Background: an optimization exercise with open tools, aiming at small area. Do not read the settings as production practice.
In this exercise RTL edits were held to simulation tests only and were not proved equivalent to the original.
No activity file was given, so power comes from the tool's default toggle rates.

<file path="flow/run.sh">
#!/bin/bash
# synth_recipe.tcl (not shown) runs the flow's synth.tcl, then flattens the netlist and writes it again
# the make line also repeats each setting of config.mk as NAME=value (left out here)
make -C /OpenROAD-flow-scripts/flow DESIGN_CONFIG=/design/flow/config.mk WORK_HOME=/design/flow/orfs CLKGATE_MAP_FILE= SYNTH_SCRIPT=/design/flow/synth_recipe.tcl finish
</file>
<file path="flow/config.mk">
export PLATFORM = sky130hd
export DESIGN_NAME = branch_predictor
export DESIGN_NICKNAME = branch_predictor
export VERILOG_FILES = /design/flow/design.v
export SDC_FILE = /design/flow/constraint.sdc
export NUM_CORES = 4
export LEC_CHECK = 0
export CAP_MARGIN = 20
export CORE_MARGIN = 2
export CORE_UTILIZATION = 30
export SLEW_MARGIN = 20
</file>
<file path="flow/constraint.sdc">
create_clock -name core_clock -period 12.0 [get_ports {clk}]
set_input_delay 2.4000 -clock core_clock [delete_from_list [all_inputs] [get_ports {clk}]]
set_output_delay 2.4000 -clock core_clock [all_outputs]
set_load 0.01 [all_outputs]
</file>
<file path="flow/design.v">
package bp_pkg;
  localparam int unsigned BP_TAG_W = 10;
  localparam int unsigned BP_CNT_W = 2;
  localparam logic [2:0] B_NONE = 3'd0;
  localparam logic [2:0] B_EQNE = 3'd1;
  localparam logic [2:0] B_LTGE = 3'd2;
  localparam logic [2:0] B_JUMP = 3'd3;
  localparam logic [2:0] B_JREG = 3'd4;
  typedef struct packed {
    logic                valid;
    logic [BP_TAG_W-1:0] tag;
    logic [BP_CNT_W-1:0] cnt;
    logic [31:0]         target;
  } btb_entry_t;
  function automatic int unsigned sat_inc(input int unsigned v, input int unsigned max_v);
    sat_inc = (v >= max_v) ? max_v : v + 1;
  endfunction
  function automatic int unsigned sat_dec(input int unsigned v);
    sat_dec = (v == 0) ? 0 : v - 1;
  endfunction
  function automatic logic is_cond_type(input logic [2:0] t);
    is_cond_type = (t == B_EQNE) || (t == B_LTGE);
  endfunction
  function automatic logic is_jump_type(input logic [2:0] t);
    is_jump_type = (t == B_JUMP) || (t == B_JREG);
  endfunction
endpackage
module sat_counter
#(
  parameter int unsigned CNT_W = 2
) (
  input  logic [CNT_W-1:0] cnt_i,
  input  logic             inc,
  input  logic             dec,
  input  logic             force_max,
  input  logic             init,
  output logic [CNT_W-1:0] cnt_c
);
  localparam int unsigned MAX_V  = (1 << CNT_W) - 1;
  localparam int unsigned WEAK_V = 1 << (CNT_W - 1);
  always_comb begin
    cnt_c = cnt_i;
    if (force_max) begin
      cnt_c = CNT_W'(MAX_V);
    end else if (init) begin
      cnt_c = CNT_W'(WEAK_V);
    end else if (inc) begin
      cnt_c = CNT_W'(bp_pkg::sat_inc(32'(cnt_i), MAX_V));
    end else if (dec) begin
      cnt_c = CNT_W'(bp_pkg::sat_dec(32'(cnt_i)));
    end
  end
endmodule
module branch_predictor
#(
  parameter int unsigned ENTRIES = 64,
  parameter int unsigned TAG_W   = 10,
  parameter int unsigned CNT_W   = 2,
  parameter int unsigned PERF_W  = 32
) (
  input  logic              clk,
  input  logic              rst_n,
  input  logic [31:0]       if_pc,
  output logic              pred_hit,
  output logic              pred_taken,
  output logic [31:0]       pred_target,
  input  logic              upd_valid,
  input  logic [31:0]       upd_pc,
  input  logic [2:0]        upd_branch_type,
  input  logic              upd_taken,
  input  logic [31:0]       upd_target,
  input  logic              upd_pred_taken,
  input  logic [31:0]       upd_pred_target,
  output logic              mispredict,
  output logic [31:0]       redirect_pc,
  output logic [PERF_W-1:0] perf_branches,
  output logic [PERF_W-1:0] perf_mispredicts
);
  localparam int unsigned IDX_W   = $clog2(ENTRIES);
  localparam int unsigned TAG_LSB = IDX_W + 2;
  logic [ENTRIES-1:0]       valid_q;
  logic [ENTRIES*TAG_W-1:0] tag_q;
  logic [ENTRIES*CNT_W-1:0] cnt_q;
  logic [ENTRIES*32-1:0]    target_q;
  logic [PERF_W-1:0] perf_branches_q, perf_branches_d;
  logic [PERF_W-1:0] perf_mispredicts_q, perf_mispredicts_d;
  logic [IDX_W-1:0] look_idx_c;
  logic [TAG_W-1:0] look_tag_c;
  logic [IDX_W-1:0] upd_idx_c;
  logic [TAG_W-1:0] upd_tag_c;
  logic             upd_hit_c;
  logic             upd_cond_c;
  logic             upd_jump_c;
  logic             wr_en_c;
  logic [CNT_W-1:0] cnt_nxt_c;
  assign look_idx_c = if_pc[TAG_LSB-1:2];
  assign look_tag_c = if_pc[TAG_LSB +: TAG_W];
  assign upd_idx_c  = upd_pc[TAG_LSB-1:2];
  assign upd_tag_c  = upd_pc[TAG_LSB +: TAG_W];
  always_comb begin
    pred_hit    = valid_q[look_idx_c] && (tag_q[look_idx_c*TAG_W +: TAG_W] == look_tag_c);
    pred_taken  = pred_hit && cnt_q[look_idx_c*CNT_W + CNT_W - 1];
    pred_target = pred_hit ? target_q[look_idx_c*32 +: 32] : if_pc + 32'd8;
  end
  always_comb begin
    upd_hit_c  = valid_q[upd_idx_c] && (tag_q[upd_idx_c*TAG_W +: TAG_W] == upd_tag_c);
    upd_cond_c = bp_pkg::is_cond_type(upd_branch_type);
    upd_jump_c = bp_pkg::is_jump_type(upd_branch_type);
    wr_en_c    = upd_valid && (upd_cond_c || upd_jump_c) && (upd_hit_c || upd_taken);
  end
  sat_counter #(.CNT_W(CNT_W)) u_sat_counter (
    .cnt_i     (cnt_q[upd_idx_c*CNT_W +: CNT_W]),
    .inc       (upd_hit_c && upd_cond_c && upd_taken),
    .dec       (upd_hit_c && upd_cond_c && !upd_taken),
    .force_max (upd_jump_c),
    .init      (!upd_hit_c && upd_cond_c),
    .cnt_c     (cnt_nxt_c)
  );
  always_comb begin
    mispredict  = 1'b0;
    redirect_pc = 32'd0;
    if (upd_valid) begin
      mispredict  = (upd_taken != upd_pred_taken) ||
                    (upd_taken && (upd_target != upd_pred_target));
      redirect_pc = upd_taken ? upd_target : upd_pc + 32'd8;
    end
  end
  always_comb begin
    perf_branches_d    = perf_branches_q;
    perf_mispredicts_d = perf_mispredicts_q;
    if (upd_valid) begin
      perf_branches_d = perf_branches_q + PERF_W'(1);
    end
    if (mispredict) begin
      perf_mispredicts_d = perf_mispredicts_q + PERF_W'(1);
    end
  end
  for (genvar g = 0; g < ENTRIES; g++) begin : g_entry
    logic             e_valid_q;
    logic [TAG_W-1:0] e_tag_q;
    logic [CNT_W-1:0] e_cnt_q;
    logic [31:0]      e_target_q;
    logic             e_wr_c;
    assign e_wr_c = wr_en_c && (upd_idx_c == IDX_W'(g));
    always_ff @(posedge clk) begin
      if (!rst_n) begin
        e_valid_q  <= 1'b0;
        e_tag_q    <= '0;
        e_cnt_q    <= '0;
        e_target_q <= 32'd0;
      end else if (e_wr_c) begin
        e_valid_q <= 1'b1;
        e_tag_q   <= upd_tag_c;
        e_cnt_q   <= cnt_nxt_c;
        if (upd_taken || upd_jump_c) begin
          e_target_q <= upd_target;
        end
      end
    end
    assign valid_q[g]                  = e_valid_q;
    assign tag_q[g*TAG_W +: TAG_W]     = e_tag_q;
    assign cnt_q[g*CNT_W +: CNT_W]     = e_cnt_q;
    assign target_q[g*32 +: 32]        = e_target_q;
  end
  always_ff @(posedge clk) begin
    if (!rst_n) begin
      perf_branches_q    <= '0;
      perf_mispredicts_q <= '0;
    end else begin
      perf_branches_q    <= perf_branches_d;
      perf_mispredicts_q <= perf_mispredicts_d;
    end
  end
  assign perf_branches    = perf_branches_q;
  assign perf_mispredicts = perf_mispredicts_q;
endmodule
</file>
==> flow_metrics.env <==
export IMPL_status="timing/DRC/antenna clean"
export IMPL_synthDistinctLibCells=76
export IMPL_synth_edff_count=0
export IMPL_insertion_delay_ns=0.97
export IMPL_drc=0
export IMPL_die_area_sq_mm=0.4885
export IMPL_clock_skew_ns=0.06165
export IMPL_r2r_start="g_entry[46].e_valid_q$_SDFFE_PN0P_"
export IMPL_hold_path_class="register to register"
export IMPL_fmaxAchievable_mhz=94.60
export IMPL_grt_util_all_layers_pct=22.96
export IMPL_path_class="input pin to output port"
export IMPL_cp_start_kind="input pin"
export IMPL_path_max_fanout=99
export IMPL_grt_antenna_before_repair=51
export IMPL_fin_nets=13920
export IMPL_tritoncts="yes"
export IMPL_holdWs_ns=0.4563
export IMPL_drv_cap=0
export IMPL_num_vias=122200
export IMPL_synthArstFlopShare_pct=0
export IMPL_r2r_slack_ns=6.26
export IMPL_worstPathArrival_ns=8.17
export IMPL_rsz0062_at_grt="no"
export IMPL_tightest_slew_ns=1.326
export IMPL_p_int_w=0.01610
export IMPL_endpoint="pred_target[7]"
export IMPL_drt_total_wl_um=589400
export IMPL_synth_top_area_share_pct=40.68
export IMPL_p_leak_nw=63.33
export IMPL_viasPerCell=5.972
export IMPL_cts_setup_buffers=0
export IMPL_p_sw_share_pct=25.73
export IMPL_yosys_warnings=2
export IMPL_dpl_hpwl_um=351900
export IMPL_finalSetupTns_ns=0
export IMPL_gp_congestion=1.015
export IMPL_drt_antenna_violating_nets=0
export IMPL_syn_area_sq_mm=0.1449
export IMPL_fin_crit_sh_pct=88.09
export IMPL_firstDrtPassIters=8
export IMPL_grt_pass1_vias=115100
export IMPL_layout_drive_gt1_share_pct=13.90
export IMPL_hold_path_cell_count=2
export IMPL_grt_max_degree=211
export IMPL_max_slew_margin_pct=11.62
export IMPL_power_switching_w=0.005577
export IMPL_drt_wirelength_per_cell_um=28.80
export IMPL_p_seq_share_pct=45.2
export IMPL_cts_sinks=2944
export IMPL_cp_required_ns=9.60
export IMPL_power_frac_clock_pct=47.5
export IMPL_numPortBuffers=266
export IMPL_area_growth_pct=11.89
export IMPL_syn_inst=14570
export IMPL_overflow=0
export IMPL_core_area_sq_mm=0.4818
export IMPL_clk_pin_slew_ns=0.06
export IMPL_power_frac_comb_pct=7.3
export IMPL_cts_hold_buffers_added=0
export IMPL_io_pins=267
export IMPL_synth_ff_type="dfxtp_1"
export IMPL_irDropWorstVdd_mv=0.1017
export IMPL_worstRegToRegCells=11
export IMPL_endpoint_kind="output port"
export IMPL_finalMaxSlewViolations=0
export IMPL_rows=255
export IMPL_cts_htree_levels=5
export IMPL_min_period_ns=10.57
export IMPL_hold_viol_final=0
export IMPL_grt_pass1_wl_um=840800
export IMPL_clk_path_buf_depth=4
export IMPL_ctsResizeCount=0
export IMPL_cts_root_buf="clkbuf_16"
export IMPL_ys_top_cells_by_area="dfxtp_1 (41%), mux2i_1 (15%), mux4_2 (13%)"
export IMPL_die_w_um=698.9
export IMPL_synth_largest_area_cell="dfxtp_1"
export IMPL_setup_viol=0
export IMPL_drt_iter0_drc=16900
export IMPL_synth_fp_nets=14710
export IMPL_numCtsBuffers=322
export IMPL_die_h_um=698.9
export IMPL_timing_rr_end="g_entry[30].e_target_q[2]$_SDFFE_PN0P_"
export IMPL_start_util_pct=30.07
export IMPL_powerDensity_mw_per_mm2=133.7
export IMPL_ys_seq_area_share_pct=40.68
export IMPL_yosys_register_bits=2944
export IMPL_synth_avg_cell_area_sq_um=9.945
export IMPL_setup_worst_path_start="if_pc[2]"
-- how the worst min path moves through the flow --
stage	startpoint	end	slack [ns]
6_report	g_entry[35].e_target_q[28]$_SDFFE_PN0P_	g_entry[35].e_target_q[28]$_SDFFE_PN0P_	0.46
5_1_grt	g_entry[35].e_target_q[8]$_SDFFE_PN0P_	g_entry[35].e_target_q[8]$_SDFFE_PN0P_	0.47
4_1_cts	g_entry[8].e_cnt_q[0]$_SDFFE_PN0P_	g_entry[8].e_cnt_q[0]$_SDFFE_PN0P_	0.46
3_5_place_dp	g_entry[8].e_cnt_q[0]$_SDFFE_PN0P_	g_entry[8].e_cnt_q[0]$_SDFFE_PN0P_	0.45
3_3_place_gp	g_entry[0].e_cnt_q[0]$_SDFFE_PN0P_	g_entry[0].e_cnt_q[0]$_SDFFE_PN0P_	0.44
2_1_floorplan	g_entry[10].e_cnt_q[0]$_SDFFE_PN0P_	g_entry[10].e_cnt_q[0]$_SDFFE_PN0P_	0.43
-- state kept, by name, summed over array words and instances, names as in the netlist --
register	flops
g_entry.e_tag_q	640
perf_branches_q	32
g_entry.e_target_q	2048
g_entry.e_cnt_q	128
perf_mispredicts_q	32
g_entry.e_valid_q	64
-- power groups by stage --
stage          sequential (W)  clock, W  combinational, W
6_report              0.00980    0.0103           0.00158
5_1_grt               0.00979    0.0108           0.00160
4_1_cts               0.00980    0.0104           0.00152
3_5_place_dp           0.0100         0           0.00151
3_3_place_gp           0.0100         0           0.00151
2_1_floorplan          0.0100         0          0.000901
-- cell type report --
class	instances	area, sq um
fill	48610	319700
multi-input combinational	9823	78260
sequential	2944	58940
clock buffer	472	9549
tap	6425	8039
timing repair buffer	640	5881
clock inverter	100	1211
inverter	45	192.7
antenna	15	37.54
-- cells in the final DEF (no fill, tap or decap), types with 95 or more instances in the layout --
master | Yosys | routed
a21oi_1 | 1129 | 1129
clkdlybuf4s50_1 | 0 | 235
a22oi_1 | 96 | 95
o2111ai_1 | 512 | 512
clkbuf_16 | 0 | 328
buf_4 | 114 | 341
nand3_1 | 1144 | 1144
nand2_1 | 2106 | 2080
nor2_1 | 148 | 122
dfxtp_1 | 2944 | 2944
mux4_2 | 848 | 848
o21ai_0 | 463 | 462
xor2_1 | 107 | 107
mux2i_1 | 2193 | 2193
o21ai_1 | 129 | 129
-- cell usage after synthesis (7+ instances only) --
cell type and count:
dfxtp_1 2944, mux2i_1 2193, nand2_1 2106, clkbuf_1 1256, nand3_1 1144, a21oi_1 1129
mux4_2 848, o2111ai_1 512, o21ai_0 463, buf_2 208, nor2_1 148, o21ai_1 129
buf_4 114, buf_6 108, xor2_1 107, nor3_1 102, a22oi_1 96, nand4_1 90
o22ai_1 85, a211oi_1 62, nor4_1 62, o221ai_1 62, buf_1 61, and4_1 56
o21a_1 56, xnor2_1 50, inv_1 41, and3_1 38, a221oi_1 34, and2_1 34
o211ai_2 26, o211ai_4 22, nor2b_1 19, a31oi_1 14, o211ai_1 14, or3_1 14
nand2b_1 12, mux2_2 11, o211a_1 11, o2111ai_4 10, a2111oi_0 7
-- critical path, cell delays in order --
cell and delay [ns]:
buf_16 0.44, mux4_2 0.60, mux4_2 0.50, a211oi_1 0.98, nor3_1 0.10, or4_1 0.62
nor4_4 0.32, buf_4 0.35, mux2_2 0.38, mux2i_1 0.44, clkdlybuf4s50_1 0.64
-- per-stage QoR --
stage / utilization, % / instances / power [W] / worst slack (ns) / cell area (sq um)
detailed placement: 31.38 / 19870 / 0.01153 / 1.639 / 151200
CTS: 33.62 / 20450 / 0.02167 / 1.611 / 162000
global route: 33.64 / 20450 / 0.02215 / 1.248 / 162100
global placement: 31.35 / 19870 / 0.01152 / 1.479 / 151000
finish: 33.65 / 20460 / 0.02167 / 1.429 / 162100
floorplan: - / 14570 / 0.01091 / 3.796 / 144900
-- cell families (layout without fill, tap and decap cells) --
family	Yosys count	count (layout)	share of synthesized area (%)
flip-flops	2944	2944	40.68
AO/OA/AOI/OAI	2763	2763	12.35
adder cells (fa/ha/maj)	5	5	0.04146
buffers and inverters	1800	1257	5.767
AND/OR/NAND/NOR	3846	3846	11.79
multiplexers	3052	3052	28.42
XOR/XNOR	157	157	0.9492
other	0	15	0
-- routing by layer --
metal  vias to the layer above  routed length [um]  track usage [%]
met5                         -                 220                0
met4                        34               38860            12.52
met3                      1753               67830            6.924
met2                      7064              250300            34.15
met1                     61330              232200            29.74
li1                      52030                   -                -

afterwards: timing with drivers on the ports:
In the flow no input, the clock included, has a driving cell. The finished layout below was timed again as built, in two steps. Step 1 assumes that a clkbuf_16 drives the clock port and a buf_2 every other input. Step 2 moves the port delays by t, midway between the first and last clock arrival at a register: inputs arrive t later, outputs are due t later. That takes back most of the time a late clock gives input paths. a / b / c = no drivers / after step 1 / after step 2; a / b = the first two.
shift t [ns]: 1.053
slack for setup (ns): 1.429 / 1.259 / 1.259
worst setup path after step 2: input to output
latest minus earliest clock arrival (ns): 0.062 / 0.062
pins driven straight from the clock port: 1
After both steps setup and hold are still met in this run. The setup slack of this run moves by -0.170 ns with the drivers and by -0.170 ns with both steps.
